This design comes from an exercise in tuning for a short achievable clock period and few clock cycles per item on the open sky130 flow, not from production work.
Function was checked by simulation only, so behaviour that the tests miss may differ from the original.
No activity file was given, so power comes from the tool's default toggle rates.

Design mips_exec_top, start of the top module:
module mips_exec_top (
    input  wire         clk,
    input  wire         rst_n,
    input  wire         instr_valid,
    output logic        instr_ready,
    input  wire  [31:0] instr,
    output logic        retire_valid,
    input  wire         retire_ready,
    output logic [4:0]  retire_dest,
    output logic [31:0] retire_data,
    output logic        retire_wr_en
);
    localparam int RQ_DEPTH = 8;
    localparam int CAP      = RQ_DEPTH + 1;
    localparam int MW       = 338;
    localparam int DW       = 16 + 31 + 31 + 5 + 5 + 5 + 2 + 9;
    logic          i_add, i_sub, i_mul, i_and, i_or, i_slt, i_addi, i_lw, i_sw;
    logic          i_use_rs, i_use_rt;
    logic [4:0]    i_dest;
    logic [31:0]   i_rs_oh;
    logic [31:0]   i_rt_oh;
    logic [DW-1:0] i_dec;
    instr_decode u_decode (
        .instr   (instr),
        .is_add  (i_add),
        .is_sub  (i_sub),
        .is_mul  (i_mul),
        .is_and  (i_and),
        .is_or   (i_or),
        .is_slt  (i_slt),
        .is_addi (i_addi),
        .is_lw   (i_lw),
        .is_sw   (i_sw),
        .use_rs  (i_use_rs),
        .use_rt  (i_use_rt),
        .dest    (i_dest)
    );
    assign i_rs_oh = 32'd1 << instr[25:21];
    assign i_rt_oh = 32'd1 << instr[20:16];
    assign i_dec = {instr[15:0], i_rt_oh[31:1], i_rs_oh[31:1], instr[20:16], instr[25:21],
                    i_dest, i_use_rt, i_use_rs,
                    i_sw, i_lw, i_addi, i_slt, i_or, i_and, i_mul, i_sub, i_add};
    logic          rdy_q;
    logic          m_valid;
    logic          s_valid;
    logic [DW-1:0] m_dec;
  ...
Size: ~76 I/O pins.
clock: 10.0 ns
lec_check: 0
cap_margin: 20
core_margin: 2
core_utilization: 42
slew_margin: 20
synth_hierarchical: 1
synth_minimum_keep_size: 0
standard.sh (not shown) runs the stock make flow with config.mk's settings and CLKGATE_MAP_FILE= SYNTH_SCRIPT=/design/flow/synth_recipe.tcl, a recipe that flattens the netlist after the stock synthesis.
==> flow/flow/run.sh <==
#!/bin/bash
# The standard layout (the standard.sh, standard synthesis included),
# with ORFS's timing repair aimed at a 3 ns clock: SETUP_SLACK_MARGIN is
# the setup slack the repair steps aim for at the design's 10 ns period.
# The SDC, the clock period and every other setting are the standard flow's.
set -o pipefail
export SETUP_SLACK_MARGIN=7.0
bash standard.sh > standard.log 2>&1
status=$?
tail -20 standard.log
exit $status
The first run produced a clean layout.
Testbench counts at the start, summed over its fixed seeds: cycles 22,021, items 20,000.
Change:
--- a/flow/design.v
+++ b/flow/design.v
@@ -1508,50 +1508,44 @@
     output logic [31:0] retire_data,
     output logic        retire_wr_en
 );
     localparam int AW = $clog2(DEPTH);
     logic [37:0]   q [0:DEPTH-1];
     logic [AW-1:0] wp;
     logic [AW-1:0] rp;
+    logic [AW-1:0] rp1;
     logic [AW:0]   cnt;
-    logic          head_free;
-    logic          q_ne;
-    logic          push_q;
-    logic          pop_q;
+    logic          take;
+    logic          left_empty;   
     logic [37:0]   in_rec;
-    logic [37:0]   q_head;
-    assign in_rec    = {in_wr_en, in_dest, in_data};
-    assign q_head    = q[rp];
-    assign q_ne      = (cnt != '0);
-    assign head_free = !retire_valid || retire_ready;
-    assign push_q    = in_valid && (q_ne || !head_free);
-    assign pop_q     = q_ne && head_free;
+    logic [37:0]   next_head;
+    assign in_rec     = {in_wr_en, in_dest, in_data};
+    assign rp1        = rp + 1'b1;
+    assign take       = retire_valid && retire_ready;
+    assign left_empty = (cnt == '0) || (cnt == (AW+1)'(1) && retire_ready);
+    assign next_head  = left_empty ? in_rec : retire_ready ? q[rp1] : q[rp];
     always_ff @(posedge clk) begin
         if (!rst_n) begin
             retire_valid <= 1'b0;
             wp           <= '0;
             rp           <= '0;
             cnt          <= '0;
         end else begin
-            if (head_free) begin
-                retire_valid <= q_ne || in_valid;
-            end
-            if (push_q) begin
+            retire_valid <= !left_empty || in_valid;
+            if (in_valid) begin
                 wp <= wp + 1'b1;
             end
-            if (pop_q) begin
-                rp <= rp + 1'b1;
+            if (take) begin
+                rp <= rp1;
             end
-            cnt <= cnt + (AW+1)'(push_q) - (AW+1)'(pop_q);
+            cnt <= cnt + (AW+1)'(in_valid) - (AW+1)'(take);
         end
     end
     always_ff @(posedge clk) begin
-        if (head_free) begin
-            {retire_wr_en, retire_dest, retire_data} <= q_ne ? q_head : in_rec;
-        end
+        {retire_wr_en, retire_dest, retire_data} <= next_head;
     end
     always_ff @(posedge clk) begin
         if (in_valid) begin
             q[wp] <= in_rec;
         end
     end
 endmodule
@@ -1566,15 +1560,15 @@
     output logic        retire_valid,
     input  wire         retire_ready,
     output logic [4:0]  retire_dest,
     output logic [31:0] retire_data,
     output logic        retire_wr_en
 );
     localparam int RQ_DEPTH = 8;
-    localparam int CAP      = RQ_DEPTH + 1;
+    localparam int CAP      = RQ_DEPTH;
     localparam int MW       = 338;
     localparam int DW       = 16 + 31 + 31 + 5 + 5 + 5 + 2 + 9;
     logic          i_add, i_sub, i_mul, i_and, i_or, i_slt, i_addi, i_lw, i_sw;
     logic          i_use_rs, i_use_rt;
     logic [4:0]    i_dest;
     logic [31:0]   i_rs_oh;
     logic [31:0]   i_rt_oh;
@@ -1690,14 +1684,16 @@
     logic        s4_valid;
     logic [4:0]  s4_dest;
     logic        s4_wr;
     logic [31:1] s4_wr_oh;
     logic [31:0] r3;
     logic [31:0] s4_wd;      
     logic [31:0] r2_n;       
+    logic [31:0] mem_rd;     
+    logic [31:0] s3_prod;    
     logic [31:0] r3_n;       
     logic [31:0] rf_a;
     logic [31:0] rf_b;
     reg_file u_regs (
         .clk       (clk),
         .rst_n     (rst_n),
         .rd_oh_a   (rs_oh),
@@ -1719,17 +1715,21 @@
     assign fa2   = s2_wr && rs == s2_dest;
     assign fa3   = s3_wr && rs == s3_dest;
     assign fb1   = !d_addi && x_fw && rt == x_dest;
     assign fb2   = s2_wr && rt == s2_dest;
     assign fb3   = s3_wr && rt == s3_dest;
     assign ma_rs = s4_wr && rs == s4_dest;
     assign ma_rt = s4_wr && rt == s4_dest;
-    assign d_a   = fa2 ? r2_n : fa3 ? r3_n : ma_rs ? r3 : rf_a;
+    assign d_a   = (fa2 && s2_lw)  ? mem_rd  : fa2 ? r1
+                 : (fa3 && s3_mul) ? s3_prod : fa3 ? r2
+                 : ma_rs ? r3 : rf_a;
     assign d_b   = d_addi ? {{16{d_imm[15]}}, d_imm}
-                 : fb2 ? r2_n : fb3 ? r3_n : ma_rt ? r3 : rf_b;
+                 : (fb2 && s2_lw)  ? mem_rd  : fb2 ? r1
+                 : (fb3 && s3_mul) ? s3_prod : fb3 ? r2
+                 : ma_rt ? r3 : rf_b;
     always_ff @(posedge clk) begin
         if (!rst_n) begin
             x_valid <= 1'b0;
             x_wr    <= 1'b0;
             x_fw    <= 1'b0;
             x_long  <= 1'b0;
             x_sw    <= 1'b0;
@@ -1829,15 +1829,14 @@
         s2_lw   <= x_lw;
         s2_dest <= x_dest;
         r1      <= x_res;
         s2_woh  <= x_woh;
         s2_sd   <= sd;
         s2_mcols <= x_mcols;
     end
-    logic [31:0] mem_rd;
     logic [31:0] mrow0;
     logic [31:0] mrow1;
     data_mem_unit u_dmem (
         .clk     (clk),
         .wr_en   (s2_sw),
         .word_oh (s2_woh),
         .wr_data (s2_sd),
@@ -1863,15 +1862,14 @@
         s3_dest <= s2_dest;
         r2      <= r2_n;
         s3_row0 <= mrow0;
         s3_row1 <= mrow1;
     end
     logic [31:0] s3_wr_oh;
     assign s3_wr_oh = s3_wr ? (32'd1 << s3_dest) : 32'd0;
-    logic [31:0] s3_prod;
     add32 u_mul_add (
         .a   (s3_row0),
         .b   (s3_row1),
         .cin (1'b0),
         .y   (s3_prod)
     );
     assign r3_n     = s3_mul ? s3_prod : r2;
- worst hold slack is better by 0.0040 ns
- cell area climbs by 1.9%
- die area climbs by 1.6%
- fmax drops by 0.68%
- clock power hardly moves
- total power stays flat
- register-to-register slack is worse by 0.16 ns
- setup slack is worse by 0.024 ns
- synthesized cell count climbs by 2.6%
- non-clock buffer count climbs by 57
- sequential cell count is unchanged
- global-route usage climbs by 0.44 points
- utilization climbs by 0.12 points
Testbench counts after the change, summed over its fixed seeds: cycles 22,021, items 20,000.

* * *

mips_exec_top, a different RTL version from the one above (not shown whole).
Settings: LEC_CHECK=0, CAP_MARGIN=20, CORE_MARGIN=2, CORE_UTILIZATION=35, SLEW_MARGIN=20, SYNTH_HIERARCHICAL=1, SYNTH_MINIMUM_KEEP_SIZE=0; clock period 10.0 ns.
Scripts as last shown in full above: flow/flow/run.sh
Testbench counts at the start, summed over its fixed seeds: cycles 22,021, items 20,000.
Change:
--- a/flow/design.v
+++ b/flow/design.v
@@ -1749,30 +1749,24 @@
         x_and  <= d_and;
         x_or   <= d_or;
         x_slt  <= d_slt;
         x_lw   <= d_lw;
         x_dest <= d_dest;
         x_a    <= fa1 ? 32'd0 : d_a;
         x_b    <= fb1 ? 32'd0 : d_b;
         x_imm8 <= d_imm[7:0];
         x_fa1  <= fa1;
         x_fb1  <= fb1;
-        if (issue && d_mul) begin
-            x_ma   <= fa1 ? 32'd0 : d_a;
-            x_mb   <= fb1 ? 32'd0 : d_b;
-        end
-        if (issue && (d_lw || d_sw)) begin
-            x_aa   <= fa1 ? 8'd0 : d_a[7:0];
-        end
-        if (issue && d_sw) begin
-            x_sd   <= fb1 ? 32'd0 : d_b;
-        end
+        x_ma   <= (d_mul && !fa1) ? d_a : 32'd0;
+        x_mb   <= (d_mul && !fb1) ? d_b : 32'd0;
+        x_aa   <= ((d_lw || d_sw) && !fa1) ? d_a[7:0] : 8'd0;
+        x_sd   <= (d_sw && !fb1) ? d_b : 32'd0;
     end
     always_ff @(posedge clk) begin
         if (!rst_n) begin
             x_mfa1 <= 1'b0;
             x_mfb1 <= 1'b0;
             x_afa1 <= 1'b0;
             x_sfb1 <= 1'b0;
         end else if (issue) begin
             x_mfa1 <= d_mul && fa1;
             x_mfb1 <= d_mul && fb1;
@@ -1829,26 +1823,22 @@
             s2_mwr   <= x_wr && x_mul;
             s2_sw    <= x_valid && x_sw;
         end
     end
     always_ff @(posedge clk) begin
         s2_mul  <= x_mul;
         s2_lw   <= x_lw;
         s2_dest <= x_dest;
         r1      <= x_res;
         s2_woh  <= x_woh;
-        if (x_sw) begin
-            s2_sd <= sd;
-        end
-        if (x_mul) begin
-            s2_mcols <= x_mcols;
-        end
+        s2_sd   <= sd;
+        s2_mcols <= x_mcols;
     end
     logic [31:0] mem_rd;
     logic [31:0] mrow0;
     logic [31:0] mrow1;
     data_mem_unit u_dmem (
         .clk     (clk),
         .wr_en   (s2_sw),
         .word_oh (s2_woh),
         .wr_data (s2_sd),
         .rd_data (mem_rd)
@@ -1865,24 +1855,22 @@
             s3_wr    <= 1'b0;
         end else begin
             s3_valid <= s2_valid;
             s3_wr    <= s2_wr;
         end
     end
     always_ff @(posedge clk) begin
         s3_mul  <= s2_mul;
         s3_dest <= s2_dest;
         r2      <= r2_n;
-        if (s2_mul) begin
-            s3_row0 <= mrow0;
-            s3_row1 <= mrow1;
-        end
+        s3_row0 <= mrow0;
+        s3_row1 <= mrow1;
     end
     logic [31:0] s3_wr_oh;
     assign s3_wr_oh = s3_wr ? (32'd1 << s3_dest) : 32'd0;
     logic [31:0] s3_prod;
     add32 u_mul_add (
         .a   (s3_row0),
         .b   (s3_row1),
         .cin (1'b0),
         .y   (s3_prod)
     );
After rerunning: The changed run completed with no timing, DRC or antenna violations. Power hardly moves. Setup slack loses 22 ps. Cell count climbs by 1.1%. Wire length climbs by 0.56%. Design area drops by 0.75%. Fmax drops by 0.60%. Sequential power stays flat.
Testbench counts after the change, summed over its fixed seeds: cycles 22,021, items 20,000.

## afterwards: timing with drivers on the ports
Ports are ideal in the flow. The routed layouts listed here were re-timed in OpenROAD. Step 1 (the two cells are an assumption about what drives the block):
set clk [get_ports {clk}]
set_driving_cell -lib_cell sky130_fd_sc_hd__clkbuf_16 $clk
set_driving_cell -lib_cell sky130_fd_sc_hd__buf_2 [delete_from_list [all_inputs] $clk]
Step 2 moves the port delays by t, midway between the first and last clock arrival at a register: inputs arrive t later, outputs are due t later. That takes back most of the time a late clock gives input paths. Slacks: ideal / step 1 / step 2; pairs: ideal / step 1.
| run | shift t [ns] | setup slack, ns | hold slack, ns | clock arrival spread, ns | worst register clock-pin slew, ns |
|---|---|---|---|---|---|
| the first run of note 1 | 1.122 | 6.454 / 6.324 / 5.966 | 0.325 / 0.325 / 0.325 | 0.147 / 0.147 | 0.07 / 0.07 |
| the second run of note 1 | 1.145 | 6.430 / 6.381 / 5.923 | 0.329 / 0.329 / 0.329 | 0.104 / 0.105 | 0.07 / 0.07 |
| the first run of note 2 | 1.149 | 6.350 / 6.320 / 5.981 | 0.344 / 0.344 / 0.344 | 0.128 / 0.129 | 0.07 / 0.07 |
| the second run of note 2 | 1.127 | 6.328 / 6.217 / 5.804 | 0.324 / 0.324 / 0.324 | 0.098 / 0.098 | 0.07 / 0.07 |
After both steps setup and hold are still met in every run listed. The setup slack of the second run of note 2, which loses most, moves by -0.111 ns with the drivers and by -0.524 ns with both steps.
